This is an optimization exercise on Yosys and OpenROAD, whose aim is small area and few clock cycles, not a production implementation. Only simulation tests tie the RTL to the original design; equivalence was not proved. Power figures rest on the tool's default switching activity, not on a simulated workload.

File: flow/flow/run.sh
#!/bin/bash
# The standard layout, with these changes:
# - Yosys's generic synthesis skips its quick ABC pass (synth -noabc), so that
#   extract_fa still sees the adder tree as written and maps it to full
#   adders without inverters between them; the technology-mapping ABC pass
#   later in the script runs flow/abc.script, an area-oriented mapping.
# - Port buffers come from flow/ports.tcl, run before global placement
#   (global placement is not timing driven, so nothing removes them).
# - Clock tree synthesis uses clkbuf_4 clock buffers and no dummy loads.
set -euo pipefail
sed 's/yosys synth -nofsm -noshare /yosys synth -nofsm -noshare -noabc /' synth_recipe.tcl > flow_synth.tcl
grep -q -- '-noabc' flow_synth.tcl
# The technology-mapping ABC pass runs flow/abc.script, an area-oriented
# mapping, in place of ORFS's delay-oriented script
cat > flow_abc.tcl <<EOF2
proc abc {args} {
  set i [lsearch \$args -script]
  lset args [expr {\$i + 1}] $PWD/flow/abc.script
  yosys abc {*}\$args
}
EOF2
cat flow_abc.tcl flow_synth.tcl > flow_synth2.tcl
mv flow_synth2.tcl flow_synth.tcl
sed "s#SYNTH_SCRIPT=[^ ]*#SYNTH_SCRIPT=$PWD/flow_synth.tcl#" standard.sh > flow_standard.sh
export DONT_BUFFER_PORTS=1
export PRE_GLOBAL_PLACE_TCL="$PWD/flow/ports.tcl"
export CTS_ARGS="-sink_clustering_enable -repair_clock_nets -buf_list {sky130_fd_sc_hd__clkbuf_4} -dont_use_dummy_load"
bash flow_standard.sh > flow_standard.log 2>&1
File: flow/flow/abc.script
&get -n
&st
&dch
&nf -a
&put
topo
stime -c
File: flow/flow/ports.tcl
# Synthesis buffers go, as the standard flow removes them before placement.
remove_buffers

# Port buffers, one per port as the standard flow places them: a buffer
# sized for the fanout on each input, the smallest buffer on each output
# (its load is the 0.01 pF port load).
buffer_ports -inputs -buffer_cell sky130_fd_sc_hd__buf_4
buffer_ports -outputs -buffer_cell sky130_fd_sc_hd__buf_1
File: flow/standard.sh
#!/bin/bash
# synth_recipe.tcl (not shown) runs the flow's synth.tcl, then flattens the netlist and writes it again
# the make line also repeats each setting of config.mk as NAME=value (left out here)
make -C /OpenROAD-flow-scripts/flow DESIGN_CONFIG=/design/flow/config.mk WORK_HOME=/design/flow/orfs CLKGATE_MAP_FILE= SYNTH_SCRIPT=/design/flow/synth_recipe.tcl "${@:-finish}"
File: flow/config.mk
export PLATFORM = sky130hd
export DESIGN_NAME = fusion_sequencer_top
export DESIGN_NICKNAME = fusion_sequencer_top
export VERILOG_FILES = /design/flow/design.v
export SDC_FILE = /design/flow/constraint.sdc
export NUM_CORES = 4
export LEC_CHECK = 0
export CAP_MARGIN = 20
export CORE_MARGIN = 2
export CORE_UTILIZATION = 70
export GPL_ROUTABILITY_DRIVEN = 0
export GPL_TIMING_DRIVEN = 0
export SLEW_MARGIN = 20
File: flow/constraint.sdc
create_clock -name core_clock -period 6.0 [get_ports {clock}]
set_input_delay 1.2000 -clock core_clock [delete_from_list [all_inputs] [get_ports {clock}]]
set_output_delay 1.2000 -clock core_clock [all_outputs]
set_load 0.01 [all_outputs]
File: flow/design.v
`default_nettype none
package fusion_pkg;
    localparam int WORD_W = 16;
    localparam int ADDR_W = 12;
    localparam logic [7:0] END_MARK = 8'hFF;
    localparam logic [1:0] PH_HDR0 = 2'd0;
    localparam logic [1:0] PH_HDR1 = 2'd1;
    localparam logic [1:0] PH_DATA = 2'd2;
    localparam logic [1:0] PH_DONE = 2'd3;
endpackage
`default_nettype wire
`timescale 1ns/1ns
`default_nettype none
module set_controller
(
    input  logic                             clock,
    input  logic                             reset,
    input  logic                             go_i,
    input  logic [fusion_pkg::WORD_W-1:0]    input_word_i,
    output logic [fusion_pkg::ADDR_W-1:0]    read_addr_o,
    output logic                             cfg_load_o,
    output logic                             data_o,
    output logic                             last_o,
    output logic                             finish_o
);
    logic                          run_q;
    logic [1:0]                    phase_q;
    logic [fusion_pkg::ADDR_W-1:0] addr_q;
    logic [7:0]                    m_cnt_q;
    logic [3:0]                    k_q;
    logic [3:0]                    k_cnt_q;
    logic                          clear;
    logic                          last_word;
    logic                          last_output;
    logic                          end_mark;
    assign clear       = reset || !go_i;
    assign end_mark    = (input_word_i[7:0] == fusion_pkg::END_MARK);
    assign last_word   = (k_cnt_q == 4'd0);
    assign last_output = (m_cnt_q == 8'd1);
    assign read_addr_o = addr_q;
    assign cfg_load_o  = run_q && (phase_q == fusion_pkg::PH_HDR1);
    assign data_o      = run_q && (phase_q == fusion_pkg::PH_DATA);
    assign last_o      = last_word;
    assign finish_o    = run_q && ((phase_q == fusion_pkg::PH_DONE) ||
                                   ((phase_q == fusion_pkg::PH_HDR0) && end_mark));
    always_ff @(posedge clock)
    begin
        if (clear)
        begin
            run_q   <= 1'b0;
            phase_q <= fusion_pkg::PH_HDR0;
            addr_q  <= '0;
        end
        else
        begin
            run_q  <= 1'b1;
            addr_q <= addr_q + 1'b1;
            if (run_q)
            begin
                case (phase_q)
                    fusion_pkg::PH_HDR0:
                        phase_q <= end_mark ? fusion_pkg::PH_DONE : fusion_pkg::PH_HDR1;
                    fusion_pkg::PH_HDR1:
                        phase_q <= (m_cnt_q == 8'd0) ? fusion_pkg::PH_HDR0 : fusion_pkg::PH_DATA;
                    fusion_pkg::PH_DATA:
                        if (last_word && last_output)
                            phase_q <= fusion_pkg::PH_HDR0;
                    default:
                        phase_q <= fusion_pkg::PH_DONE;
                endcase
            end
        end
    end
    always_ff @(posedge clock)
    begin
        if (phase_q == fusion_pkg::PH_HDR0)
            m_cnt_q <= input_word_i[7:0];
        else if ((phase_q == fusion_pkg::PH_DATA) && last_word)
            m_cnt_q <= m_cnt_q - 8'd1;
        if (phase_q == fusion_pkg::PH_HDR1)
            k_q <= input_word_i[11:8] - 4'd1;
        if (phase_q == fusion_pkg::PH_HDR1)
            k_cnt_q <= input_word_i[11:8] - 4'd1;
        else
            k_cnt_q <= last_word ? k_q : k_cnt_q - 4'd1;
    end
endmodule
`default_nettype wire
`timescale 1ns/1ns
`default_nettype none
module brick_config
(
    input  logic                             clock,
    input  logic                             cfg_load_i,
    input  logic [fusion_pkg::WORD_W-1:0]    input_word_i,
    output logic                             p8_o,
    output logic                             p4_o
);
    always_ff @(posedge clock)
    begin
        if (cfg_load_i)
        begin
            p8_o <= input_word_i[3];
            p4_o <= input_word_i[2];
        end
    end
endmodule
`default_nettype wire
`timescale 1ns/1ns
`default_nettype none
module brick_array
(
    input  logic [15:0] a,
    input  logic [15:0] b,
    input  logic [15:0] acc,
    input  logic        p8,
    input  logic        p4,
    output logic [15:0] sum
);
    wire p2  = ~(p8 | p4);
    wire p84 = p8 | p4;
    wire p42 = ~p8;
    wire p82 = ~p4;
    wire ga_0_g842 = a[0];
    wire pp0 = ga_0_g842 & b[0];
    wire pp1 = (ga_0_g842 & b[1]) ^ p2;
    wire ga_0_g84 = a[0] & p84;
    wire pp2 = ga_0_g84 & b[2];
    wire pp3 = (ga_0_g84 & b[3]) ^ p4;
    wire ga_0_g8 = a[0] & p8;
    wire pp4 = ga_0_g8 & b[4];
    wire pp5 = ga_0_g8 & b[5];
    wire pp6 = ga_0_g8 & b[6];
    wire pp7 = ~ga_0_g8 | ~b[7];
    wire ga_1_g842 = a[1];
    wire pp8 = (ga_1_g842 & b[0]) ^ p2;
    wire pp9 = ga_1_g842 & b[1];
    wire ga_1_g84 = a[1] & p84;
    wire pp10 = ga_1_g84 & b[2];
    wire pp11 = (ga_1_g84 & b[3]) ^ p4;
    wire ga_1_g8 = a[1] & p8;
    wire pp12 = ga_1_g8 & b[4];
    wire pp13 = ga_1_g8 & b[5];
    wire pp14 = ga_1_g8 & b[6];
    wire pp15 = ~ga_1_g8 | ~b[7];
    wire ga_2_g84 = a[2] & p84;
    wire pp16 = ga_2_g84 & b[0];
    wire pp17 = ga_2_g84 & b[1];
    wire ga_2_g2 = a[2] & p2;
    wire pp18 = ga_2_g2 & b[2];
    wire pp19 = ga_2_g84 & b[2];
    wire pp20 = ~ga_2_g2 | ~b[3];
    wire pp21 = (ga_2_g84 & b[3]) ^ p4;
    wire ga_2_g8 = a[2] & p8;
    wire pp22 = ga_2_g8 & b[4];
    wire pp23 = ga_2_g8 & b[5];
    wire pp24 = ga_2_g8 & b[6];
    wire pp25 = ~ga_2_g8 | ~b[7];
    wire ga_3_g84 = a[3] & p84;
    wire pp26 = (ga_3_g84 & b[0]) ^ p4;
    wire pp27 = (ga_3_g84 & b[1]) ^ p4;
    wire ga_3_g2 = a[3] & p2;
    wire pp28 = ~ga_3_g2 | ~b[2];
    wire pp29 = (ga_3_g84 & b[2]) ^ p4;
    wire pp30 = ga_3_g2 & b[3];
    wire pp31 = ga_3_g84 & b[3];
    wire ga_3_g8 = a[3] & p8;
    wire pp32 = ga_3_g8 & b[4];
    wire pp33 = ga_3_g8 & b[5];
    wire pp34 = ga_3_g8 & b[6];
    wire pp35 = ~ga_3_g8 | ~b[7];
    wire ga_4_g8 = a[4] & p8;
    wire pp36 = ga_4_g8 & b[0];
    wire pp37 = ga_4_g8 & b[1];
    wire pp38 = ga_4_g8 & b[2];
    wire pp39 = ga_4_g8 & b[3];
    wire ga_4_g42 = a[4] & p42;
    wire pp40 = ga_4_g42 & b[4];
    wire pp41 = ga_4_g8 & b[4];
    wire pp42 = (ga_4_g42 & b[5]) ^ p2;
    wire pp43 = ga_4_g8 & b[5];
    wire ga_4_g4 = a[4] & p4;
    wire pp44 = ga_4_g4 & b[6];
    wire pp45 = ga_4_g8 & b[6];
    wire pp46 = ~ga_4_g4 | ~b[7];
    wire pp47 = ~ga_4_g8 | ~b[7];
    wire ga_5_g8 = a[5] & p8;
    wire pp48 = ga_5_g8 & b[0];
    wire pp49 = ga_5_g8 & b[1];
    wire pp50 = ga_5_g8 & b[2];
    wire pp51 = ga_5_g8 & b[3];
    wire ga_5_g42 = a[5] & p42;
    wire pp52 = (ga_5_g42 & b[4]) ^ p2;
    wire pp53 = ga_5_g8 & b[4];
    wire pp54 = ga_5_g42 & b[5];
    wire pp55 = ga_5_g8 & b[5];
    wire ga_5_g4 = a[5] & p4;
    wire pp56 = ga_5_g4 & b[6];
    wire pp57 = ga_5_g8 & b[6];
    wire pp58 = ~ga_5_g4 | ~b[7];
    wire pp59 = ~ga_5_g8 | ~b[7];
    wire ga_6_g8 = a[6] & p8;
    wire pp60 = ga_6_g8 & b[0];
    wire pp61 = ga_6_g8 & b[1];
    wire pp62 = ga_6_g8 & b[2];
    wire pp63 = ga_6_g8 & b[3];
    wire ga_6_g4 = a[6] & p4;
    wire pp64 = ga_6_g4 & b[4];
    wire pp65 = ga_6_g8 & b[4];
    wire pp66 = ga_6_g4 & b[5];
    wire pp67 = ga_6_g8 & b[5];
    wire ga_6_g2 = a[6] & p2;
    wire pp68 = ga_6_g2 & b[6];
    wire pp69 = ga_6_g4 & b[6];
    wire pp70 = ga_6_g8 & b[6];
    wire pp71 = ~ga_6_g2 | ~b[7];
    wire pp72 = ~ga_6_g4 | ~b[7];
    wire pp73 = ~ga_6_g8 | ~b[7];
    wire ga_7_g8 = a[7] & p8;
    wire pp74 = ~ga_7_g8 | ~b[0];
    wire pp75 = ~ga_7_g8 | ~b[1];
    wire pp76 = ~ga_7_g8 | ~b[2];
    wire pp77 = ~ga_7_g8 | ~b[3];
    wire ga_7_g4 = a[7] & p4;
    wire pp78 = ~ga_7_g4 | ~b[4];
    wire pp79 = ~ga_7_g8 | ~b[4];
    wire pp80 = ~ga_7_g4 | ~b[5];
    wire pp81 = ~ga_7_g8 | ~b[5];
    wire ga_7_g2 = a[7] & p2;
    wire pp82 = ~ga_7_g2 | ~b[6];
    wire pp83 = ~ga_7_g4 | ~b[6];
    wire pp84 = ~ga_7_g8 | ~b[6];
    wire pp85 = ga_7_g2 & b[7];
    wire pp86 = ga_7_g4 & b[7];
    wire pp87 = ga_7_g8 & b[7];
    wire ga_8_g842 = a[8];
    wire pp88 = ga_8_g842 & b[8];
    wire pp89 = (ga_8_g842 & b[9]) ^ p2;
    wire ga_8_g84 = a[8] & p84;
    wire pp90 = ga_8_g84 & b[10];
    wire pp91 = (ga_8_g84 & b[11]) ^ p4;
    wire ga_8_g8 = a[8] & p8;
    wire pp92 = ga_8_g8 & b[12];
    wire pp93 = ga_8_g8 & b[13];
    wire pp94 = ga_8_g8 & b[14];
    wire pp95 = ~ga_8_g8 | ~b[15];
    wire ga_9_g842 = a[9];
    wire pp96 = (ga_9_g842 & b[8]) ^ p2;
    wire pp97 = ga_9_g842 & b[9];
    wire ga_9_g84 = a[9] & p84;
    wire pp98 = ga_9_g84 & b[10];
    wire pp99 = (ga_9_g84 & b[11]) ^ p4;
    wire ga_9_g8 = a[9] & p8;
    wire pp100 = ga_9_g8 & b[12];
    wire pp101 = ga_9_g8 & b[13];
    wire pp102 = ga_9_g8 & b[14];
    wire pp103 = ~ga_9_g8 | ~b[15];
    wire ga_10_g84 = a[10] & p84;
    wire pp104 = ga_10_g84 & b[8];
    wire pp105 = ga_10_g84 & b[9];
    wire ga_10_g2 = a[10] & p2;
    wire pp106 = ga_10_g2 & b[10];
    wire pp107 = ga_10_g84 & b[10];
    wire pp108 = ~ga_10_g2 | ~b[11];
    wire pp109 = (ga_10_g84 & b[11]) ^ p4;
    wire ga_10_g8 = a[10] & p8;
    wire pp110 = ga_10_g8 & b[12];
    wire pp111 = ga_10_g8 & b[13];
    wire pp112 = ga_10_g8 & b[14];
    wire pp113 = ~ga_10_g8 | ~b[15];
    wire ga_11_g84 = a[11] & p84;
    wire pp114 = (ga_11_g84 & b[8]) ^ p4;
    wire pp115 = (ga_11_g84 & b[9]) ^ p4;
    wire ga_11_g2 = a[11] & p2;
    wire pp116 = ~ga_11_g2 | ~b[10];
    wire pp117 = (ga_11_g84 & b[10]) ^ p4;
    wire pp118 = ga_11_g2 & b[11];
    wire pp119 = ga_11_g84 & b[11];
    wire ga_11_g8 = a[11] & p8;
    wire pp120 = ga_11_g8 & b[12];
    wire pp121 = ga_11_g8 & b[13];
    wire pp122 = ga_11_g8 & b[14];
    wire pp123 = ~ga_11_g8 | ~b[15];
    wire ga_12_g8 = a[12] & p8;
    wire pp124 = ga_12_g8 & b[8];
    wire pp125 = ga_12_g8 & b[9];
    wire pp126 = ga_12_g8 & b[10];
    wire pp127 = ga_12_g8 & b[11];
    wire ga_12_g42 = a[12] & p42;
    wire pp128 = ga_12_g42 & b[12];
    wire pp129 = ga_12_g8 & b[12];
    wire pp130 = (ga_12_g42 & b[13]) ^ p2;
    wire pp131 = ga_12_g8 & b[13];
    wire ga_12_g4 = a[12] & p4;
    wire pp132 = ga_12_g4 & b[14];
    wire pp133 = ga_12_g8 & b[14];
    wire pp134 = ~ga_12_g4 | ~b[15];
    wire pp135 = ~ga_12_g8 | ~b[15];
    wire ga_13_g8 = a[13] & p8;
    wire pp136 = ga_13_g8 & b[8];
    wire pp137 = ga_13_g8 & b[9];
    wire pp138 = ga_13_g8 & b[10];
    wire pp139 = ga_13_g8 & b[11];
    wire ga_13_g42 = a[13] & p42;
    wire pp140 = (ga_13_g42 & b[12]) ^ p2;
    wire pp141 = ga_13_g8 & b[12];
    wire pp142 = ga_13_g42 & b[13];
    wire pp143 = ga_13_g8 & b[13];
    wire ga_13_g4 = a[13] & p4;
    wire pp144 = ga_13_g4 & b[14];
    wire pp145 = ga_13_g8 & b[14];
    wire pp146 = ~ga_13_g4 | ~b[15];
    wire pp147 = ~ga_13_g8 | ~b[15];
    wire ga_14_g8 = a[14] & p8;
    wire pp148 = ga_14_g8 & b[8];
    wire pp149 = ga_14_g8 & b[9];
    wire pp150 = ga_14_g8 & b[10];
    wire pp151 = ga_14_g8 & b[11];
    wire ga_14_g4 = a[14] & p4;
    wire pp152 = ga_14_g4 & b[12];
    wire pp153 = ga_14_g8 & b[12];
    wire pp154 = ga_14_g4 & b[13];
    wire pp155 = ga_14_g8 & b[13];
    wire ga_14_g2 = a[14] & p2;
    wire pp156 = ga_14_g2 & b[14];
    wire pp157 = ga_14_g4 & b[14];
    wire pp158 = ga_14_g8 & b[14];
    wire pp159 = ~ga_14_g2 | ~b[15];
    wire pp160 = ~ga_14_g4 | ~b[15];
    wire pp161 = ~ga_14_g8 | ~b[15];
    wire ga_15_g8 = a[15] & p8;
    wire pp162 = ~ga_15_g8 | ~b[8];
    wire pp163 = ~ga_15_g8 | ~b[9];
    wire pp164 = ~ga_15_g8 | ~b[10];
    wire pp165 = ~ga_15_g8 | ~b[11];
    wire ga_15_g4 = a[15] & p4;
    wire pp166 = ~ga_15_g4 | ~b[12];
    wire pp167 = ~ga_15_g8 | ~b[12];
    wire pp168 = ~ga_15_g4 | ~b[13];
    wire pp169 = ~ga_15_g8 | ~b[13];
    wire ga_15_g2 = a[15] & p2;
    wire pp170 = ~ga_15_g2 | ~b[14];
    wire pp171 = ~ga_15_g4 | ~b[14];
    wire pp172 = ~ga_15_g8 | ~b[14];
    wire pp173 = ga_15_g2 & b[15];
    wire pp174 = ga_15_g4 & b[15];
    wire pp175 = ga_15_g8 & b[15];
    wire k4 = p84;
    wire k5 = p4;
    wire k8 = p82;
    wire s0 = acc[1] ^ pp20 ^ pp28;
    wire c0 = (acc[1] & pp20) | (acc[1] & pp28) | (pp20 & pp28);
    wire s1 = pp71 ^ pp82 ^ pp108;
    wire c1 = (pp71 & pp82) | (pp71 & pp108) | (pp82 & pp108);
    wire s2 = acc[2] ^ pp2 ^ pp9;
    wire c2 = (acc[2] & pp2) | (acc[2] & pp9) | (pp2 & pp9);
    wire s3 = pp16 ^ pp30 ^ pp44;
    wire c3 = (pp16 & pp30) | (pp16 & pp44) | (pp30 & pp44);
    wire s4 = pp54 ^ pp64 ^ pp85;
    wire c4 = (pp54 & pp64) | (pp54 & pp85) | (pp64 & pp85);
    wire s5 = acc[3] ^ pp10 ^ pp17;
    wire c5 = (acc[3] & pp10) | (acc[3] & pp17) | (pp10 & pp17);
    wire s6 = pp46 ^ pp56 ^ pp66;
    wire c6 = (pp46 & pp56) | (pp46 & pp66) | (pp56 & pp66);
    wire s7 = pp78 ^ pp98 ^ pp105;
    wire c7 = (pp78 & pp98) | (pp78 & pp105) | (pp98 & pp105);
    wire hs0 = pp134 ^ pp144;
    wire hc0 = pp134 & pp144;
    wire s8 = acc[4] ^ k4 ^ pp4;
    wire c8 = (acc[4] & k4) | (acc[4] & pp4) | (k4 & pp4);
    wire s9 = pp19 ^ pp36 ^ pp58;
    wire c9 = (pp19 & pp36) | (pp19 & pp58) | (pp36 & pp58);
    wire s10 = pp69 ^ pp80 ^ pp92;
    wire c10 = (pp69 & pp80) | (pp69 & pp92) | (pp80 & pp92);
    wire s11 = pp107 ^ pp124 ^ pp146;
    wire c11 = (pp107 & pp124) | (pp107 & pp146) | (pp124 & pp146);
    wire hs1 = pp157 ^ pp168;
    wire hc1 = pp157 & pp168;
    wire s12 = acc[5] ^ k5 ^ pp5;
    wire c12 = (acc[5] & k5) | (acc[5] & pp5) | (k5 & pp5);
    wire s13 = pp12 ^ pp37 ^ pp48;
    wire c13 = (pp12 & pp37) | (pp12 & pp48) | (pp37 & pp48);
    wire s14 = pp72 ^ pp83 ^ pp93;
    wire c14 = (pp72 & pp83) | (pp72 & pp93) | (pp83 & pp93);
    wire s15 = pp100 ^ pp125 ^ pp136;
    wire c15 = (pp100 & pp125) | (pp100 & pp136) | (pp125 & pp136);
    wire s16 = pp160 ^ pp171 ^ pp21;
    wire c16 = (pp160 & pp171) | (pp160 & pp21) | (pp171 & pp21);
    wire s17 = acc[6] ^ pp6 ^ pp13;
    wire c17 = (acc[6] & pp6) | (acc[6] & pp13) | (pp6 & pp13);
    wire s18 = pp22 ^ pp31 ^ pp38;
    wire c18 = (pp22 & pp31) | (pp22 & pp38) | (pp31 & pp38);
    wire s19 = pp49 ^ pp60 ^ pp86;
    wire c19 = (pp49 & pp60) | (pp49 & pp86) | (pp60 & pp86);
    wire s20 = pp94 ^ pp101 ^ pp110;
    wire c20 = (pp94 & pp101) | (pp94 & pp110) | (pp101 & pp110);
    wire hs2 = pp119 ^ pp126;
    wire hc2 = pp119 & pp126;
    wire s21 = acc[7] ^ pp7 ^ pp14;
    wire c21 = (acc[7] & pp7) | (acc[7] & pp14) | (pp7 & pp14);
    wire s22 = pp23 ^ pp32 ^ pp39;
    wire c22 = (pp23 & pp32) | (pp23 & pp39) | (pp32 & pp39);
    wire s23 = pp50 ^ pp61 ^ pp74;
    wire c23 = (pp50 & pp61) | (pp50 & pp74) | (pp61 & pp74);
    wire s24 = pp95 ^ pp102 ^ pp111;
    wire c24 = (pp95 & pp102) | (pp95 & pp111) | (pp102 & pp111);
    wire hs3 = pp120 ^ pp127;
    wire hc3 = pp120 & pp127;
    wire s25 = acc[8] ^ k8 ^ pp15;
    wire c25 = (acc[8] & k8) | (acc[8] & pp15) | (k8 & pp15);
    wire s26 = pp24 ^ pp33 ^ pp41;
    wire c26 = (pp24 & pp33) | (pp24 & pp41) | (pp33 & pp41);
    wire s27 = pp51 ^ pp62 ^ pp75;
    wire c27 = (pp51 & pp62) | (pp51 & pp75) | (pp62 & pp75);
    wire s28 = pp103 ^ pp112 ^ pp121;
    wire c28 = (pp103 & pp112) | (pp103 & pp121) | (pp112 & pp121);
    wire s29 = acc[9] ^ pp25 ^ pp34;
    wire c29 = (acc[9] & pp25) | (acc[9] & pp34) | (pp25 & pp34);
    wire s30 = pp43 ^ pp53 ^ pp63;
    wire c30 = (pp43 & pp53) | (pp43 & pp63) | (pp53 & pp63);
    wire s31 = pp116 ^ pp159 ^ pp170;
    wire c31 = (pp116 & pp159) | (pp116 & pp170) | (pp159 & pp170);
    wire s32 = pp1 ^ pp8 ^ pp42;
    wire c32 = (pp1 & pp8) | (pp1 & pp42) | (pp8 & pp42);
    wire s33 = pp90 ^ pp97 ^ pp104;
    wire c33 = (pp90 & pp97) | (pp90 & pp104) | (pp97 & pp104);
    wire s34 = pp118 ^ pp132 ^ pp142;
    wire c34 = (pp118 & pp132) | (pp118 & pp142) | (pp132 & pp142);
    wire s35 = pp152 ^ pp173 ^ c0;
    wire c35 = (pp152 & pp173) | (pp152 & c0) | (pp173 & c0);
    wire s36 = pp154 ^ pp166 ^ pp3;
    wire c36 = (pp154 & pp166) | (pp154 & pp3) | (pp166 & pp3);
    wire s37 = pp26 ^ pp91 ^ pp114;
    wire c37 = (pp26 & pp91) | (pp26 & pp114) | (pp91 & pp114);
    wire s38 = hs0 ^ c2 ^ c3;
    wire c38 = (hs0 & c2) | (hs0 & c3) | (c2 & c3);
    wire hs4 = c4 ^ s5;
    wire hc4 = c4 & s5;
    wire s39 = pp11 ^ pp27 ^ pp99;
    wire c39 = (pp11 & pp27) | (pp11 & pp99) | (pp27 & pp99);
    wire s40 = pp115 ^ hc0 ^ hs1;
    wire c40 = (pp115 & hc0) | (pp115 & hs1) | (hc0 & hs1);
    wire s41 = c5 ^ c6 ^ c7;
    wire c41 = (c5 & c6) | (c5 & c7) | (c6 & c7);
    wire s42 = s8 ^ s9 ^ s10;
    wire c42 = (s8 & s9) | (s8 & s10) | (s9 & s10);
    wire s43 = pp29 ^ pp109 ^ pp117;
    wire c43 = (pp29 & pp109) | (pp29 & pp117) | (pp109 & pp117);
    wire s44 = hc1 ^ c8 ^ c9;
    wire c44 = (hc1 & c8) | (hc1 & c9) | (c8 & c9);
    wire s45 = c10 ^ c11 ^ s12;
    wire c45 = (c10 & c11) | (c10 & s12) | (c11 & s12);
    wire s46 = s13 ^ s14 ^ s15;
    wire c46 = (s13 & s14) | (s13 & s15) | (s14 & s15);
    wire s47 = pp137 ^ pp148 ^ pp174;
    wire c47 = (pp137 & pp148) | (pp137 & pp174) | (pp148 & pp174);
    wire s48 = hs2 ^ c12 ^ c13;
    wire c48 = (hs2 & c12) | (hs2 & c13) | (c12 & c13);
    wire s49 = c14 ^ c15 ^ s17;
    wire c49 = (c14 & c15) | (c14 & s17) | (c15 & s17);
    wire s50 = s18 ^ s19 ^ s20;
    wire c50 = (s18 & s19) | (s18 & s20) | (s19 & s20);
    wire s51 = pp138 ^ pp149 ^ pp162;
    wire c51 = (pp138 & pp149) | (pp138 & pp162) | (pp149 & pp162);
    wire s52 = hc2 ^ hs3 ^ c17;
    wire c52 = (hc2 & hs3) | (hc2 & c17) | (hs3 & c17);
    wire s53 = c18 ^ c19 ^ c20;
    wire c53 = (c18 & c19) | (c18 & c20) | (c19 & c20);
    wire s54 = s21 ^ s22 ^ s23;
    wire c54 = (s21 & s22) | (s21 & s23) | (s22 & s23);
    wire s55 = pp129 ^ pp139 ^ pp150;
    wire c55 = (pp129 & pp139) | (pp129 & pp150) | (pp139 & pp150);
    wire s56 = pp163 ^ hc3 ^ c21;
    wire c56 = (pp163 & hc3) | (pp163 & c21) | (hc3 & c21);
    wire s57 = c22 ^ c23 ^ c24;
    wire c57 = (c22 & c23) | (c22 & c24) | (c23 & c24);
    wire s58 = s25 ^ s26 ^ s27;
    wire c58 = (s25 & s26) | (s25 & s27) | (s26 & s27);
    wire s59 = pp76 ^ pp113 ^ pp122;
    wire c59 = (pp76 & pp113) | (pp76 & pp122) | (pp113 & pp122);
    wire s60 = pp131 ^ pp141 ^ pp151;
    wire c60 = (pp131 & pp141) | (pp131 & pp151) | (pp141 & pp151);
    wire s61 = pp164 ^ c25 ^ c26;
    wire c61 = (pp164 & c25) | (pp164 & c26) | (c25 & c26);
    wire s62 = c27 ^ c28 ^ s29;
    wire c62 = (c27 & c28) | (c27 & s29) | (c28 & s29);
    wire s63 = acc[10] ^ pp35 ^ pp45;
    wire c63 = (acc[10] & pp35) | (acc[10] & pp45) | (pp35 & pp45);
    wire s64 = pp55 ^ pp65 ^ pp77;
    wire c64 = (pp55 & pp65) | (pp55 & pp77) | (pp65 & pp77);
    wire s65 = pp123 ^ pp133 ^ pp143;
    wire c65 = (pp123 & pp133) | (pp123 & pp143) | (pp133 & pp143);
    wire s66 = pp153 ^ pp165 ^ c29;
    wire c66 = (pp153 & pp165) | (pp153 & c29) | (pp165 & c29);
    wire s67 = acc[11] ^ pp47 ^ pp57;
    wire c67 = (acc[11] & pp47) | (acc[11] & pp57) | (pp47 & pp57);
    wire s68 = pp67 ^ pp79 ^ pp135;
    wire c68 = (pp67 & pp79) | (pp67 & pp135) | (pp79 & pp135);
    wire s69 = acc[0] ^ pp0 ^ pp18;
    wire c69 = (acc[0] & pp0) | (acc[0] & pp18) | (pp0 & pp18);
    wire hs5 = pp40 ^ pp68;
    wire hc5 = pp40 & pp68;
    wire s70 = pp52 ^ pp89 ^ pp96;
    wire c70 = (pp52 & pp89) | (pp52 & pp96) | (pp89 & pp96);
    wire s71 = pp130 ^ pp140 ^ s31;
    wire c71 = (pp130 & pp140) | (pp130 & s31) | (pp140 & s31);
    wire hs6 = s0 ^ s1;
    wire hc6 = s0 & s1;
    wire s72 = c31 ^ c1 ^ s33;
    wire c72 = (c31 & c1) | (c31 & s33) | (c1 & s33);
    wire s73 = s34 ^ s2 ^ s3;
    wire c73 = (s34 & s2) | (s34 & s3) | (s2 & s3);
    wire s74 = s4 ^ c32 ^ s35;
    wire c74 = (s4 & c32) | (s4 & s35) | (c32 & s35);
    wire s75 = c33 ^ c34 ^ s6;
    wire c75 = (c33 & c34) | (c33 & s6) | (c34 & s6);
    wire s76 = s7 ^ s36 ^ s37;
    wire c76 = (s7 & s36) | (s7 & s37) | (s36 & s37);
    wire s77 = c35 ^ hs4 ^ s38;
    wire c77 = (c35 & hs4) | (c35 & s38) | (hs4 & s38);
    wire s78 = s11 ^ c36 ^ c37;
    wire c78 = (s11 & c36) | (s11 & c37) | (c36 & c37);
    wire s79 = s39 ^ hc4 ^ c38;
    wire c79 = (s39 & hc4) | (s39 & c38) | (hc4 & c38);
    wire s80 = s40 ^ s41 ^ s42;
    wire c80 = (s40 & s41) | (s40 & s42) | (s41 & s42);
    wire s81 = c39 ^ s43 ^ s16;
    wire c81 = (c39 & s43) | (c39 & s16) | (s43 & s16);
    wire s82 = c40 ^ c41 ^ c42;
    wire c82 = (c40 & c41) | (c40 & c42) | (c41 & c42);
    wire s83 = s44 ^ s45 ^ s46;
    wire c83 = (s44 & s45) | (s44 & s46) | (s45 & s46);
    wire s84 = s47 ^ c43 ^ c16;
    wire c84 = (s47 & c43) | (s47 & c16) | (c43 & c16);
    wire s85 = c44 ^ c45 ^ c46;
    wire c85 = (c44 & c45) | (c44 & c46) | (c45 & c46);
    wire s86 = s48 ^ s49 ^ s50;
    wire c86 = (s48 & s49) | (s48 & s50) | (s49 & s50);
    wire s87 = c47 ^ s51 ^ s24;
    wire c87 = (c47 & s51) | (c47 & s24) | (s51 & s24);
    wire s88 = c48 ^ c49 ^ c50;
    wire c88 = (c48 & c49) | (c48 & c50) | (c49 & c50);
    wire s89 = s52 ^ s53 ^ s54;
    wire c89 = (s52 & s53) | (s52 & s54) | (s53 & s54);
    wire s90 = c51 ^ s55 ^ s28;
    wire c90 = (c51 & s55) | (c51 & s28) | (s55 & s28);
    wire s91 = c52 ^ c53 ^ c54;
    wire c91 = (c52 & c53) | (c52 & c54) | (c53 & c54);
    wire s92 = s56 ^ s57 ^ s58;
    wire c92 = (s56 & s57) | (s56 & s58) | (s57 & s58);
    wire s93 = c55 ^ s59 ^ s60;
    wire c93 = (c55 & s59) | (c55 & s60) | (s59 & s60);
    wire s94 = s30 ^ c56 ^ c57;
    wire c94 = (s30 & c56) | (s30 & c57) | (c56 & c57);
    wire s95 = c58 ^ s61 ^ s62;
    wire c95 = (c58 & s61) | (c58 & s62) | (s61 & s62);
    wire s96 = c59 ^ c60 ^ c30;
    wire c96 = (c59 & c60) | (c59 & c30) | (c60 & c30);
    wire s97 = s63 ^ s64 ^ s65;
    wire c97 = (s63 & s64) | (s63 & s65) | (s64 & s65);
    wire s98 = c61 ^ c62 ^ s66;
    wire c98 = (c61 & c62) | (c61 & s66) | (c62 & s66);
    wire s99 = pp145 ^ pp155 ^ pp167;
    wire c99 = (pp145 & pp155) | (pp145 & pp167) | (pp155 & pp167);
    wire s100 = c63 ^ c64 ^ c65;
    wire c100 = (c63 & c64) | (c63 & c65) | (c64 & c65);
    wire s101 = s67 ^ s68 ^ c66;
    wire c101 = (s67 & s68) | (s67 & c66) | (s68 & c66);
    wire s102 = acc[12] ^ pp59 ^ pp70;
    wire c102 = (acc[12] & pp59) | (acc[12] & pp70) | (pp59 & pp70);
    wire s103 = pp81 ^ pp147 ^ pp158;
    wire c103 = (pp81 & pp147) | (pp81 & pp158) | (pp147 & pp158);
    wire s104 = pp169 ^ c67 ^ c68;
    wire c104 = (pp169 & c67) | (pp169 & c68) | (c67 & c68);
    wire s105 = acc[13] ^ pp73 ^ pp84;
    wire c105 = (acc[13] & pp73) | (acc[13] & pp84) | (pp73 & pp84);
    wire s106 = pp88 ^ pp106 ^ pp128;
    wire c106 = (pp88 & pp106) | (pp88 & pp128) | (pp106 & pp128);
    wire s107 = hc5 ^ c69 ^ s70;
    wire c107 = (hc5 & c69) | (hc5 & s70) | (c69 & s70);
    wire hs7 = s32 ^ hs6;
    wire hc7 = s32 & hs6;
    wire s108 = c70 ^ hc6 ^ c71;
    wire c108 = (c70 & hc6) | (c70 & c71) | (hc6 & c71);
    wire s109 = s72 ^ s73 ^ s74;
    wire c109 = (s72 & s73) | (s72 & s74) | (s73 & s74);
    wire s110 = c72 ^ c73 ^ s75;
    wire c110 = (c72 & c73) | (c72 & s75) | (c73 & s75);
    wire s111 = s76 ^ c74 ^ s77;
    wire c111 = (s76 & c74) | (s76 & s77) | (c74 & s77);
    wire s112 = c75 ^ c76 ^ s78;
    wire c112 = (c75 & c76) | (c75 & s78) | (c76 & s78);
    wire s113 = c77 ^ s79 ^ s80;
    wire c113 = (c77 & s79) | (c77 & s80) | (s79 & s80);
    wire s114 = c78 ^ s81 ^ c79;
    wire c114 = (c78 & s81) | (c78 & c79) | (s81 & c79);
    wire s115 = c80 ^ s82 ^ s83;
    wire c115 = (c80 & s82) | (c80 & s83) | (s82 & s83);
    wire s116 = c81 ^ s84 ^ c82;
    wire c116 = (c81 & s84) | (c81 & c82) | (s84 & c82);
    wire s117 = c83 ^ s85 ^ s86;
    wire c117 = (c83 & s85) | (c83 & s86) | (s85 & s86);
    wire s118 = c84 ^ s87 ^ c85;
    wire c118 = (c84 & s87) | (c84 & c85) | (s87 & c85);
    wire s119 = c86 ^ s88 ^ s89;
    wire c119 = (c86 & s88) | (c86 & s89) | (s88 & s89);
    wire s120 = c87 ^ s90 ^ c88;
    wire c120 = (c87 & s90) | (c87 & c88) | (s90 & c88);
    wire s121 = c89 ^ s91 ^ s92;
    wire c121 = (c89 & s91) | (c89 & s92) | (s91 & s92);
    wire s122 = c90 ^ s93 ^ c91;
    wire c122 = (c90 & s93) | (c90 & c91) | (s93 & c91);
    wire s123 = s94 ^ c92 ^ s95;
    wire c123 = (s94 & c92) | (s94 & s95) | (c92 & s95);
    wire s124 = c93 ^ s96 ^ s97;
    wire c124 = (c93 & s96) | (c93 & s97) | (s96 & s97);
    wire s125 = c94 ^ c95 ^ s98;
    wire c125 = (c94 & c95) | (c94 & s98) | (c95 & s98);
    wire s126 = s99 ^ c96 ^ c97;
    wire c126 = (s99 & c96) | (s99 & c97) | (c96 & c97);
    wire s127 = s100 ^ c98 ^ s101;
    wire c127 = (s100 & c98) | (s100 & s101) | (c98 & s101);
    wire s128 = c99 ^ s102 ^ s103;
    wire c128 = (c99 & s102) | (c99 & s103) | (s102 & s103);
    wire s129 = c100 ^ s104 ^ c101;
    wire c129 = (c100 & s104) | (c100 & c101) | (s104 & c101);
    wire s130 = pp161 ^ pp172 ^ c102;
    wire c130 = (pp161 & pp172) | (pp161 & c102) | (pp172 & c102);
    wire s131 = c103 ^ s105 ^ c104;
    wire c131 = (c103 & s105) | (c103 & c104) | (s105 & c104);
    wire s132 = acc[14] ^ pp87 ^ pp175;
    wire c132 = (acc[14] & pp87) | (acc[14] & pp175) | (pp87 & pp175);
    wire hs8 = pp156 ^ hs5;
    wire hc8 = pp156 & hs5;
    wire s133 = c106 ^ s71 ^ hs7;
    wire c133 = (c106 & s71) | (c106 & hs7) | (s71 & hs7);
    wire s134 = hc7 ^ c107 ^ s108;
    wire c134 = (hc7 & c107) | (hc7 & s108) | (c107 & s108);
    wire s135 = c108 ^ s110 ^ c109;
    wire c135 = (c108 & s110) | (c108 & c109) | (s110 & c109);
    wire s136 = c110 ^ s112 ^ c111;
    wire c136 = (c110 & s112) | (c110 & c111) | (s112 & c111);
    wire s137 = c112 ^ s114 ^ c113;
    wire c137 = (c112 & s114) | (c112 & c113) | (s114 & c113);
    wire s138 = c114 ^ s116 ^ c115;
    wire c138 = (c114 & s116) | (c114 & c115) | (s116 & c115);
    wire s139 = c116 ^ s118 ^ c117;
    wire c139 = (c116 & s118) | (c116 & c117) | (s118 & c117);
    wire s140 = c118 ^ s120 ^ c119;
    wire c140 = (c118 & s120) | (c118 & c119) | (s120 & c119);
    wire s141 = c120 ^ s122 ^ c121;
    wire c141 = (c120 & s122) | (c120 & c121) | (s122 & c121);
    wire s142 = s124 ^ c122 ^ c123;
    wire c142 = (s124 & c122) | (s124 & c123) | (c122 & c123);
    wire s143 = c124 ^ s126 ^ c125;
    wire c143 = (c124 & s126) | (c124 & c125) | (s126 & c125);
    wire s144 = s128 ^ c126 ^ c127;
    wire c144 = (s128 & c126) | (s128 & c127) | (c126 & c127);
    wire s145 = c128 ^ s130 ^ s131;
    wire c145 = (c128 & s130) | (c128 & s131) | (s130 & s131);
    wire s146 = c105 ^ s132 ^ c130;
    wire c146 = (c105 & s132) | (c105 & c130) | (s132 & c130);
    wire hs9 = s106 ^ s69;
    wire hc9 = s106 & s69;
    wire s147 = hc8 ^ s107 ^ s133;
    wire c147 = (hc8 & s107) | (hc8 & s133) | (s107 & s133);
    wire s148 = c133 ^ s134 ^ s109;
    wire c148 = (c133 & s134) | (c133 & s109) | (s134 & s109);
    wire s149 = c134 ^ s111 ^ s135;
    wire c149 = (c134 & s111) | (c134 & s135) | (s111 & s135);
    wire s150 = s113 ^ c135 ^ s136;
    wire c150 = (s113 & c135) | (s113 & s136) | (c135 & s136);
    wire s151 = s115 ^ c136 ^ s137;
    wire c151 = (s115 & c136) | (s115 & s137) | (c136 & s137);
    wire s152 = s117 ^ c137 ^ s138;
    wire c152 = (s117 & c137) | (s117 & s138) | (c137 & s138);
    wire s153 = s119 ^ c138 ^ s139;
    wire c153 = (s119 & c138) | (s119 & s139) | (c138 & s139);
    wire s154 = s121 ^ c139 ^ s140;
    wire c154 = (s121 & c139) | (s121 & s140) | (c139 & s140);
    wire s155 = s123 ^ c140 ^ s141;
    wire c155 = (s123 & c140) | (s123 & s141) | (c140 & s141);
    wire s156 = s125 ^ c141 ^ s142;
    wire c156 = (s125 & c141) | (s125 & s142) | (c141 & s142);
    wire s157 = s127 ^ c142 ^ s143;
    wire c157 = (s127 & c142) | (s127 & s143) | (c142 & s143);
    wire s158 = s129 ^ c143 ^ s144;
    wire c158 = (s129 & c143) | (s129 & s144) | (c143 & s144);
    wire s159 = c129 ^ s145 ^ c144;
    wire c159 = (c129 & s145) | (c129 & c144) | (s145 & c144);
    wire s160 = c131 ^ s146 ^ c145;
    wire c160 = (c131 & s146) | (c131 & c145) | (s146 & c145);
    wire s161 = acc[15] ^ c132 ^ c146;
    wire [15:0] row0 = {c160, c159, c158, c157, c156, c155, c154, c153, c152, c151, c150, c149, c148, c147, hc9, hs9};
    wire [15:0] row1 = {s161, s160, s159, s158, s157, s156, s155, s154, s153, s152, s151, s150, s149, s148, s147, hs8};
    assign sum = row0 + row1;
endmodule
`default_nettype wire
`timescale 1ns/1ns
`default_nettype none
module output_accumulator
(
    input  logic                             clock,
    input  logic                             reset,
    input  logic                             go_i,
    input  logic                             data_i,
    input  logic                             last_i,
    input  logic [fusion_pkg::WORD_W-1:0]    sum_i,
    output logic [fusion_pkg::WORD_W-1:0]    acc_o,
    output logic [fusion_pkg::ADDR_W-1:0]    out_addr_o,
    output logic [fusion_pkg::WORD_W-1:0]    out_data_o,
    output logic                             out_write_o
);
    logic [fusion_pkg::WORD_W-1:0] acc_q;
    logic [fusion_pkg::ADDR_W-1:0] addr_q;
    logic                          write_q;
    logic                          cont_q;
    assign acc_o = cont_q ? acc_q : '0;
    always_ff @(posedge clock)
    begin
        acc_q  <= sum_i;
        cont_q <= data_i && !last_i;
        if (reset || !go_i)
        begin
            addr_q  <= '0;
            write_q <= 1'b0;
        end
        else
        begin
            write_q <= data_i && last_i;
            addr_q  <= addr_q + {11'd0, write_q};
        end
    end
    assign out_addr_o  = addr_q;
    assign out_data_o  = acc_q;
    assign out_write_o = write_q;
endmodule
`default_nettype wire
`timescale 1ns/1ns
`default_nettype none
module fusion_sequencer_top
(
    input  logic        clock,
    input  logic        reset,
    input  logic        go_i,
    input  logic [15:0] input_word_i,
    input  logic [15:0] weight_word_i,
    output logic [11:0] input_addr_o,
    output logic [11:0] weight_addr_o,
    output logic [11:0] out_addr_o,
    output logic [15:0] out_data_o,
    output logic        out_write_o,
    output logic        finish_o
);
    logic [fusion_pkg::ADDR_W-1:0] read_addr;
    logic                          cfg_load;
    logic                          data;
    logic                          last;
    logic                          p8;
    logic                          p4;
    logic [fusion_pkg::WORD_W-1:0] acc;
    logic [fusion_pkg::WORD_W-1:0] sum;
    assign input_addr_o  = read_addr;
    assign weight_addr_o = read_addr;
    set_controller set_controller_inst (
        .clock        (clock),
        .reset        (reset),
        .go_i         (go_i),
        .input_word_i (input_word_i),
        .read_addr_o  (read_addr),
        .cfg_load_o   (cfg_load),
        .data_o       (data),
        .last_o       (last),
        .finish_o     (finish_o)
    );
    brick_config brick_config_inst (
        .clock        (clock),
        .cfg_load_i   (cfg_load),
        .input_word_i (input_word_i),
        .p8_o         (p8),
        .p4_o         (p4)
    );
    brick_array brick_array_inst (
        .a   (input_word_i),
        .b   (weight_word_i),
        .acc (acc),
        .p8  (p8),
        .p4  (p4),
        .sum (sum)
    );
    output_accumulator output_accumulator_inst (
        .clock       (clock),
        .reset       (reset),
        .go_i        (go_i),
        .data_i      (data),
        .last_i      (last),
        .sum_i       (sum),
        .acc_o       (acc),
        .out_addr_o  (out_addr_o),
        .out_data_o  (out_data_o),
        .out_write_o (out_write_o)
    );
endmodule
`default_nettype wire
==> results.toml, run 1 <==
[worst_setup_path]
rrSetupSlack_ps = 240
endpoint_kind = "register"
critPathArrivalTime_ps = 6130
critPathRequiredTime_ps = 6360
critPathMaxFanout = 10
critPathTopFamily = "adder cells"
crit_path_frequent_cell = "fa_1"
start_kind = "input pin"
timing.critical_path.buf_inv = 1
crit_slowest_cell = "fa_1"
cp_cell_sequence = "buf_4 > and2_4 > nand2_1 > fa_1 > fa_1 > fa_1 > fa_1 > fa_1 > fa_1 > ha_1 > nand4_1 > or3_1 > o21ai_1 > xor2_1"
path_class = "input pin to register"
max_stage_delay_ps = 560

[logic_synthesis]
ys_warn_count = 3
synth_top_area_share = 0.417
synth-edff-count = 14
synth_top_area_cell = "fa_1"
yosys.cell_types.count = 39
ys_seq_elements = 63
syn_area_um2 = 7770
synth_area_leaders = "fa_1 (42%), dfxtp_1 (13%), and3_1 (9.2%)"
synth_cells = 712
syn_avg_cell_area_um2 = 10.9
syn_nets = 945
synth_flop_cell = "dfxtp_1"
async_flop_share = 0
ys_seq_area_frac = 0.180

[pwr]
vdd_drop_max_v = 0.000687
cellLeakagePower_nw = 3.72
power_density_nw_per_um2 = 436

[finish]
fill_cells = 740
drive_gt1_frac = 0.0807
instances_no_fill = 946
mostFrequentLayoutCells = "fa_1 (162), and3_1 (109), buf_1 (54), dfxtp_1 (49), nand3_1 (48)"
final_common_cell = "fa_1"
nets = 1040
area_growth_pct = 10.6

[route]
route.detailed.drc = 0
ant_nets = 0
vias = 6330
wl_per_cell_um = 22.3
routed_wirelength_um = 21100
firstDrtPassIters = 6
drt_iter0_markers = 650
viasPerCell = 6.69

[run]
maxCapViolations = 0

[clock_network]
insertion_delay_ps = 440
clkTransAtPathRegs_ps = 120
numCtsBuffers = 9
cts_buffer_depth = 2
clock_sinks = 63
clockRootBuffer = "clkbuf_4"
htreeDepth = 3
cts_tree = "yes"

[floorplan]
rows = 38
start_util = 0.717
die-area_um2 = 12000
die_x_um = 109
io_pins = 89
fp.dieH_um = 109
core_um2 = 10800

[status]
status = "no timing/DRC/antenna violations"

[sta]
timing.fmax_mhz = 173
fin_crit_sh = 0.962
hold_violations = 0
clock_skew_ps = 32.9
slew_viol_final = 0
setup_viol = 0
max-slew-margin-rel = 0.447
max_slew.worst_pin.slew_ps = 828
setup-tns-final_ps = 0
min_period_ps = 5770

[placed_design]
dp_hpwl_um = 15700
io_buffers = 88
place_inst = 933

[global_route]
grt_pass1_vias = 6560
grt.overflow.total = 0
grt_usage = 0.384
grt_max_degree = 34
antenna_found_initial = 0
grt_pass1_wl_um = 33600

[hold_path]
hp-class = "register to register"
[kinds of logic (layout without fill, tap and decap cells)]
logic type / Yosys count / in the layout / synth area share
adders and majority gates: 198 / 198 / 0.475
other: 0 / 1 / 0
and+or+nand+nor: 294 / 295 / 0.209
buffers and inverters: 26 / 118 / 0.0183
DFF: 63 / 63 / 0.180
xor gates and xnor gates: 53 / 53 / 0.0597
AOI/OAI and AO/OA: 78 / 78 / 0.0581
[report_power, final]
group | leakage [nW] | total [mW] | switching [mW] | internal [mW]
combinational | 3.13 | 2.92 | 1.65 | 1.27
clock | 0.0414 | 0.211 | 0.141 | 0.0695
sequential | 0.541 | 0.613 | 0.0494 | 0.564
[stage by stage]
| stage | utilization | power (mW) | hold slack [ps] | worst slack (ps) | cell area (um^2) |
|---|---|---|---|---|---|
| 6_report | 0.793 | 3.74 | 490 | 227 | 8600 |
| 5_1_grt | 0.793 | 4.11 | 522 | -1.06 | 8590 |
| 4_1_cts | 0.791 | 3.71 | 495 | 31.3 | 8570 |
| 3_5_place_dp | 0.783 | 3.45 | 467 | -463 | 8490 |
| 3_3_place_gp | 0.775 | 3.35 | 448 | -1020 | 8410 |
| 2_1_floorplan | - | 2.77 | 437 | -4.93 | 7860 |
[per-layer routing]
layer,track usage,vias up,share of wire
li1,-,2668,-
met2,0.590,469,0.48
met4,0.220,0,0.060
met1,0.482,3058,0.34
met5,0,-,0
met3,0.121,135,0.12
[flip-flops by register name, summed over array words and instances (netlist names)]
signal                           count
set_controller_inst.addr_q          12
set_controller_inst.run_q            1
set_controller_inst.m_cnt_q          8
brick_config_inst.p4_o               1
set_controller_inst.k_cnt_q          4
brick_config_inst.p8_o               1
set_controller_inst.k_q              4
output_accumulator_inst.addr_q      12
output_accumulator_inst.cont_q       1
output_accumulator_inst.write_q      1
set_controller_inst.phase_q          2
output_accumulator_inst.acc_q       16
[path summary, 6_finish.rpt]
kind	from	end	cells after the start
worst max-delay path	input_word_i[7]	output_accumulator_inst.acc_q[14]$_DFF_P_	14
worst min-delay path	set_controller_inst.addr_q[0]$_SDFF_PP0_	set_controller_inst.addr_q[0]$_SDFF_PP0_	1
worst max register to register	brick_config_inst.p8_o$_DFFE_PP_	output_accumulator_inst.acc_q[12]$_DFF_P_	16
worst min register to register	set_controller_inst.addr_q[0]$_SDFF_PP0_	set_controller_inst.addr_q[0]$_SDFF_PP0_	1
[repair_timing]
action	in CTS	in global routing
pin swaps	1	1
cloned	1	0
hold buffers	0	0
setup endpoints to repair	8	8
buffers inserted	0	2
resized for setup	2	2
[cells in the mapped netlist (2+ instances only)]
| library cell | n |
|---|---|
| a211oi_1 | 2 |
| a21o_1 | 2 |
| a21oi_1 | 32 |
| a31oi_1 | 5 |
| and2_0 | 24 |
| and3_1 | 114 |
| and3b_1 | 4 |
| and4_1 | 3 |
| buf_4 | 12 |
| clkinv_1 | 14 |
| dfxtp_1 | 49 |
| edfxtp_1 | 14 |
| fa_1 | 162 |
| ha_1 | 36 |
| nand2_1 | 45 |
| nand3_1 | 48 |
| nand3b_1 | 5 |
| nand4_1 | 7 |
| nor2_1 | 23 |
| nor2b_1 | 3 |
| nor3_1 | 11 |
| nor4_1 | 2 |
| o21a_1 | 2 |
| o21ai_0 | 23 |
| o21bai_1 | 2 |
| o31ai_1 | 3 |
| or3_1 | 2 |
| xnor2_1 | 39 |
| xor2_1 | 14 |
[final cells by class]
cell class | instances | area, um^2 | share of cell area
tap | 140 | 175 | 0.0204
inverter | 14 | 57.6 | 0.00670
antenna | 1 | 2.50 | 0.000291
sequential | 63 | 1400 | 0.163
timing repair buffer | 95 | 561 | 0.0652
multi-input combinational | 624 | 6330 | 0.737
clock buffer | 9 | 67.6 | 0.00786
Testbench counts, summed over its fixed seeds: cycles 26,114.
==> run 2, diff against run 1 <==
--- a/flow/flow/run.sh
+++ b/flow/flow/run.sh
@@ -8,3 +8,3 @@
 #   (global placement is not timing driven, so nothing removes them).
-# - Clock tree synthesis uses clkbuf_4 clock buffers and no dummy loads.
+# - Clock tree synthesis uses clkbuf_8 clock buffers and no dummy loads.
 set -euo pipefail
@@ -26,3 +26,3 @@
 export PRE_GLOBAL_PLACE_TCL="$PWD/flow/ports.tcl"
-export CTS_ARGS="-sink_clustering_enable -repair_clock_nets -buf_list {sky130_fd_sc_hd__clkbuf_4} -dont_use_dummy_load"
+export CTS_ARGS="-sink_clustering_enable -repair_clock_nets -buf_list {sky130_fd_sc_hd__clkbuf_8} -dont_use_dummy_load"
 bash flow_standard.sh > flow_standard.log 2>&1
==> flow/flow/abc.script (replaced) <==
&get -n
&st
&dch
&nf -R 30
&put
topo
stime -c
--- a/flow/flow/ports.tcl
+++ b/flow/flow/ports.tcl
@@ -6,3 +6,3 @@
 # (its load is the 0.01 pF port load).
-buffer_ports -inputs -buffer_cell sky130_fd_sc_hd__buf_4
+buffer_ports -inputs -buffer_cell sky130_fd_sc_hd__buf_2
 buffer_ports -outputs -buffer_cell sky130_fd_sc_hd__buf_1
==> run 2 against run 1 <==
- worst setup slack lost 79 ps
- global-route usage decreased by 1.0 points
- area after synthesis fell by 0.53%
- synthesized cell count down 0.14%
- core utilization increased by 0.40 points
- register-to-register slack is essentially flat
- power is 3.4% higher
- clock-buffer cell count unchanged
- combinational power increased by 2%
- largest power group unchanged
- highest routed layer unchanged
==> results.toml, run 2 <==
[finish]
mostFrequentLayoutCells = "fa_1 (161), and3_1 (104), buf_1 (54), nand3_1 (50)"
area_growth_pct = 11.2
nets = 1041
fill_cells = 689
num_antenna_cells = 0
drive_gt1_frac = 0.0980
top_regs = "output_accumulator_inst.acc_q: 16 flops, output_accumulator_inst.addr_q: 12 flops, set_controller_inst.addr_q: 12 flops"
largest_reg_flops = 16
final_common_cell = "fa_1"
largest_register = "output_accumulator_inst.acc_q"

[logic_synthesis]
synth_simple_gate_area_frac = 0.210
synthMuxAreaShare = 0
synth_top_area_share = 0.419
syn_area_um2 = 7730
synth-edff-count = 14
syn_avg_cell_area_um2 = 10.9
yosys.cell_types.count = 37
synth.top_cells.by_count = "fa_1 (162), and3_1 (110), nand3_1 (50)"
synth_top_area_cell = "fa_1"
synth_flop_cell = "dfxtp_1"
synth_cells = 711
ys_seq_area_frac = 0.181
synth-adder-area-share = 0.478
synth_area_leaders = "fa_1 (42%), dfxtp_1 (13%), and3_1 (8.9%)"
yosysMostFrequentCell = "fa_1"
ys_warn_count = 3
synth-xor-area-share = 0.0623
ys_seq_elements = 63
syn_nets = 944
async_flop_share = 0
synth_top_family_by_area = "adder cells"
synth_compound_area_frac = 0.0498

[route]
ant_nets = 0
routed_wirelength_um = 20400
viasPerCell = 6.58
vias = 6223
drt_iter0_markers = 513
firstDrtPassIters = 5
route.detailed.drc = 0
wl_per_cell_um = 21.5

[global_route]
grt_usage = 0.373
grt_max_degree = 36
grt_pass1_wl_um = 32600
antenna_found_initial = 0
grt_pass1_vias = 6408
grt.overflow.total = 0

[pwr]
power_density_nw_per_um2 = 450
cellLeakagePower_nw = 3.70
p_total_mw = 3.87
vdd_drop_max_v = 0.000780

[clock_network]
cts_tree = "yes"
hold_buffers = 0
clockRootBuffer = "clkbuf_8"
cts_buffer_depth = 2
clock_sinks = 63
numCtsBuffers = 9
insertion_delay_ps = 370
clkTransAtPathRegs_ps = 60
htreeDepth = 3

[run]
maxCapViolations = 0

[floorplan]
die-area_um2 = 11900
die_x_um = 109
core_um2 = 10800
fp.dieH_um = 109
rows = 38
io_pins = 89
start_util = 0.717

[worst_setup_path]
rrSetupSlack_ps = 240
critPathArrivalTime_ps = 6130
path_class = "input pin to register"
critPathMaxFanout = 10
endpoint_kind = "register"
worstSetupStartpoint = "weight_word_i[2]"
critPathRequiredTime_ps = 6280
reg2reg_from = "brick_config_inst.p8_o$_DFFE_PP_"
start_kind = "input pin"

[sta]
setup_viol = 0
clock_skew_ps = 33.5
fin_crit_sh = 0.975
hold_violations = 0
timing.fmax_mhz = 171
slew_viol_final = 0
min_period_ps = 5850
max-slew-margin-rel = 0.464
max_slew.worst_pin.slew_ps = 802
setup-tns-final_ps = 0

[placed_design]
dp_hpwl_um = 15200
io_buffers = 88

[status]
status = "no timing/DRC/antenna violations"

[hold_path]
min_from = "set_controller_inst.run_q$_DFF_P_"
hp-class = "register to register"
[run 2: power breakdown]
part           internal [mW]  switching [mW]
Clock                  0.133           0.155
Combinational           1.31            1.66
Sequential             0.565          0.0485
Total                   2.01            1.86
[run 2: worst max-delay path, stage by stage]
cell and delay (ps):
buf_2 260, nand3_1 150, fa_1 430, fa_1 520
fa_1 520, fa_1 450, fa_1 530, fa_1 510
ha_1 400, nand3_1 150, a21oi_2 240, o21ai_1 150
or3_1 320, o211ai_1 130, xor2_1 160
[run 2: per-stage QoR]
step | cells | utilization | setup slack (ps) | hold WS, ps | instance area (um^2)
2_1_floorplan | 711 | - | -6.18 | 437 | 7840
3_3_place_gp | 927 | 0.768 | -950 | 437 | 8290
3_5_place_dp | 932 | 0.777 | -584 | 457 | 8380
4_1_cts | 942 | 0.789 | 35.4 | 476 | 8510
5_1_grt | 946 | 0.797 | -16.1 | 504 | 8600
6_report | 946 | 0.797 | 148 | 479 | 8600
[run 2: timing repair]
| action | 4_1_cts | 5_1_grt |
|---|---|---|
| cloned | 1 | 0 |
| pin swaps | 1 | 1 |
| setup buffers | 0 | 4 |
| hold endpoints to repair | 0 | 0 |
| endpoints found under the setup margin | 7 | 7 |
| gates resized for setup | 3 | 13 |
[run 2: metal layers]
layer | up-vias | part of all wire | global-route usage
met1 | 3085 | 0.37 | 0.489
met3 | 79 | 0.10 | 0.0861
met5 | - | 0 | 0
met4 | 0 | 0.047 | 0.190
li1 | 2654 | - | -
met2 | 405 | 0.48 | 0.587
[run 2: final timing paths]
kind | depth (start not counted) | end
max | 15 | output_accumulator_inst.acc_q[12]$_DFF_P_
min | 2 | output_accumulator_inst.cont_q$_DFF_P_
max reg2reg | 18 | output_accumulator_inst.acc_q[12]$_DFF_P_
min reg2reg | 2 | output_accumulator_inst.cont_q$_DFF_P_
[run 2: cell families after synthesis]
logic type / after synthesis
xor+xnor: 55
buf+inv: 27
fa+ha+maj: 198
compound gates: 69
simple gates: 299
flops: 63
[run 2: layout make-up]
class	instances	area, um^2	area share
Multi-Input combinational cell	622	6340	0.737
Sequential cell	63	1400	0.163
Timing Repair Buffer	97	498	0.0579
Tap cell	140	175	0.0204
Clock buffer	9	124	0.0144
Inverter	15	61.3	0.00713
==> run 3, diff against run 2 <==
--- a/flow/flow/ports.tcl
+++ b/flow/flow/ports.tcl
@@ -6,3 +6,3 @@
 # (its load is the 0.01 pF port load).
-buffer_ports -inputs -buffer_cell sky130_fd_sc_hd__buf_2
+buffer_ports -inputs -buffer_cell sky130_fd_sc_hd__buf_1
 buffer_ports -outputs -buffer_cell sky130_fd_sc_hd__buf_1
--- a/flow/config.mk
+++ b/flow/config.mk
@@ -9,3 +9,3 @@
 export CORE_MARGIN = 2
-export CORE_UTILIZATION = 70
+export CORE_UTILIZATION = 65
 export GPL_ROUTABILITY_DRIVEN = 0
==> run 3 against run 2 <==
- routed wire length rose by 1.9%
- via count shrank 2.1%
- worst setup slack lost 1.8 ps
- worst hold slack worse by 1.8 ps
- cell count is 0.11% higher
- combinational power is 3% lower
- critical path type unchanged
- critical endpoint is now output_accumulator_inst.acc_q[15]$_DFF_P_
==> results.toml, run 3 <==
[logic_synthesis]
syn_nets = 944
ys_seq_elements = 63
synth_top_area_share = 0.419
synth_top_area_cell = "fa_1"
ys_warn_count = 3
syn_avg_cell_area_um2 = 10.9
yosys.cell_types.count = 37
synth_area_leaders = "fa_1 (42%), dfxtp_1 (13%), and3_1 (8.9%)"
syn_area_um2 = 7730
synth_flop_cell = "dfxtp_1"
synth.top_cells.by_count = "fa_1 (162), and3_1 (110), nand3_1 (50)"
yosysMostFrequentCell = "fa_1"
async_flop_share = 0
synth-edff-count = 14
synth_cells = 711
ys_seq_area_frac = 0.181

[worst_setup_path]
critPathRequiredTime_ps = 6240
path_class = "input pin to register"
critPathArrivalTime_ps = 6100
start_kind = "input pin"
r2r_cells = 16
endpoint_kind = "register"
rr_endpoint = "output_accumulator_inst.acc_q[12]$_DFF_P_"
critPathMaxFanout = 14
rrSetupSlack_ps = 300
reg2reg_from = "brick_config_inst.p8_o$_DFFE_PP_"

[sta]
min_period_ps = 5850
rsz0062_at_grt = "false"
fin_crit_sh = 0.976
hold_violations = 0
slew_viol_final = 0
setup_viol = 0
max_slew.worst_pin.slew_ps = 778
hold_ws_ps = 477
timing.fmax_mhz = 171
setup-tns-final_ps = 0
clock_skew_ps = 25.1
max-slew-margin-rel = 0.480

[pwr]
power_density_nw_per_um2 = 442
swShare = 0.477
p_sw_mw = 1.80
p_int_mw = 1.97
clkPwrFrac = 0.076
p_comb_frac = 0.762
vdd_drop_max_v = 0.000680
p_seq_frac = 0.162
cellLeakagePower_nw = 3.67

[placed_design]
dp_hpwl_um = 15400
place_area_um2 = 8330
io_buffers = 88

[clock_network]
insertion_delay_ps = 370
cts_tree = "yes"
cts_buffer_depth = 2
htreeDepth = 3
clockRootBuffer = "clkbuf_8"
hold_buffers = 0
numCtsBuffers = 9
clkTransAtPathRegs_ps = 80
clock_sinks = 63

[route]
ant_nets = 0
route.detailed.drc = 0
vias = 6090
wl_met3_um = 2320
wl_per_cell_um = 21.9
m1WireLength_um = 7840
routed_wirelength_um = 20800
drt_iter0_markers = 593
wl_met2_um = 9940
firstDrtPassIters = 16
top_layer = "met4"
viasPerCell = 6.43

[floorplan]
fp.dieH_um = 113
rows = 39
die_x_um = 113
start_util = 0.672
io_pins = 89
core_um2 = 11500
die-area_um2 = 12800

[finish]
mostFrequentLayoutCells = "fa_1 (161), and3_1 (104), buf_1 (59), nand3_1 (50)"
nets = 1039
drive_gt1_frac = 0.0821
top_regs = "output_accumulator_inst.acc_q: 16 flops, output_accumulator_inst.addr_q: 12 flops, set_controller_inst.addr_q: 12 flops"
fill_cells = 832
area_growth_pct = 10.6
num_antenna_cells = 0
largest_register = "output_accumulator_inst.acc_q"
final_common_cell = "fa_1"
stdcell_area_um2 = 8550
largest_reg_flops = 16

[hold_path]
hp-class = "register to register"
min_path_cells = 1
hold_path_end = "output_accumulator_inst.addr_q[11]$_SDFF_PP0_"
min_from = "output_accumulator_inst.addr_q[11]$_SDFF_PP0_"

[status]
status = "no timing/DRC/antenna violations"

[run]
maxCapViolations = 0

[global_route]
antenna_found_initial = 0
grt_usage = 0.343
grt_max_degree = 38
grt.overflow.total = 0
grt_pass1_vias = 6268
grt_pass1_wl_um = 32900
[run 3: final cells by class]
cell class                 count  area (um^2)  share of cell area
clock buffer                   9          124              0.0145
inverter                      15         61.3             0.00717
multi-input combinational    622         6310               0.738
sequential                    63         1400               0.164
tap                          143          179              0.0209
timing repair buffer          95          474              0.0555
[run 3: how the worst max path moves through the flow]
stage                                           from  cells after the start                                   endpoint
finish                              weight_word_i[6]                     15  output_accumulator_inst.acc_q[15]$_DFF_P_
global route                         input_word_i[3]                     15  output_accumulator_inst.acc_q[12]$_DFF_P_
CTS                                 weight_word_i[9]                     15  output_accumulator_inst.acc_q[15]$_DFF_P_
detailed placement                   input_word_i[7]                     15  output_accumulator_inst.acc_q[15]$_DFF_P_
global placement    brick_config_inst.p8_o$_DFFE_PP_                     16  output_accumulator_inst.acc_q[15]$_DFF_P_
floorplan           brick_config_inst.p8_o$_DFFE_PP_                     16  output_accumulator_inst.acc_q[12]$_DFF_P_
[run 3: repair_timing]
action,4_1_cts,5_1_grt
gates resized for setup,25,17
pin swaps,1,1
endpoints found under the setup margin,7,6
cloned,1,0
setup buffers,2,1
[run 3: power groups by stage]
stage	Combinational, mW	Sequential (mW)	Clock [mW]
after floorplan	2.10	0.640	0
after global placement	2.69	0.616	0
after detailed placement	2.78	0.618	0
after CTS	2.80	0.611	0.295
after global routing	3.19	0.622	0.311
final	2.88	0.612	0.288
[run 3: cells by family (layout without fill, tap and decap cells)]
family / count (synthesis) / count (layout) / synth area share
AND/OR/NAND/NOR: 299 / 300 / 0.210
AO/OA/AOI/OAI: 69 / 69 / 0.0498
adder cells (fa/ha/maj): 198 / 198 / 0.478
flip-flops: 63 / 63 / 0.181
XOR/XNOR: 55 / 55 / 0.0623
buffers and inverters: 27 / 119 / 0.0189
[run 3: worst max-delay path, stage by stage]
cell and delay, ps:
buf_2 330, nand3_1 170, fa_1 540, fa_1 540
fa_1 530, fa_1 460, fa_1 530, fa_1 450
ha_4 320, nand2_1 110, o21ai_0 230, a21oi_2 90
nor3_1 320, o22ai_2 140, xnor2_1 150
[run 3: per-layer routing]
metal | GRT usage | vias to the layer above
met5 | 0 | -
met2 | 0.537 | 374
met1 | 0.465 | 3008
li1 | - | 2642
met3 | 0.0943 | 66
met4 | 0.129 | 0
[run 3: stage by stage]
| stage | total power [mW] | util | std cells | worst slack, ps |
|---|---|---|---|---|
| 2_1_floorplan | 2.74 | - | 711 | -6.18 |
| 3_3_place_gp | 3.31 | 0.717 | 930 | -981 |
| 3_5_place_dp | 3.40 | 0.723 | 934 | -887 |
| 4_1_cts | 3.71 | 0.738 | 946 | 4.81 |
| 5_1_grt | 4.13 | 0.743 | 947 | 10.8 |
| 6_report | 3.78 | 0.743 | 947 | 147 |

afterwards: timing with drivers on the ports:
Ports are ideal in the flow. The routed layouts listed here were re-timed in OpenROAD.
Step 1 (the two cells are an assumption about what drives the block):
set clk [get_ports {clock}]
set_driving_cell -lib_cell sky130_fd_sc_hd__clkbuf_16 $clk
set_driving_cell -lib_cell sky130_fd_sc_hd__buf_2 [delete_from_list [all_inputs] $clk]
Step 2, shift: input delay + t, output delay - t, t = (earliest + latest rising clock arrival at the registers) / 2. This alone moves slack from input paths to output paths.
a / b / c = no drivers / after step 1 / after step 2; a / b = the first two.
run | t, ns | slack for setup (ns) | worst setup path after step 2 | latest minus earliest clock arrival (ns) | slew at the worst register clock pin (ns)
run 1 | 0.450 | 0.227 / 0.235 / -0.215 | input to register | 0.042 / 0.042 | 0.12 / 0.12
run 2 | 0.389 | 0.148 / 0.159 / -0.230 | input to register | 0.033 / 0.034 | 0.09 / 0.09
run 3 | 0.399 | 0.147 / 0.163 / -0.237 | input to register | 0.025 / 0.025 | 0.08 / 0.08
With both steps, setup timing fails in every run listed, where it was met with ideal ports. The setup slack of run 1, which loses most, moves by +0.008 ns with the drivers and by -0.442 ns with both steps.
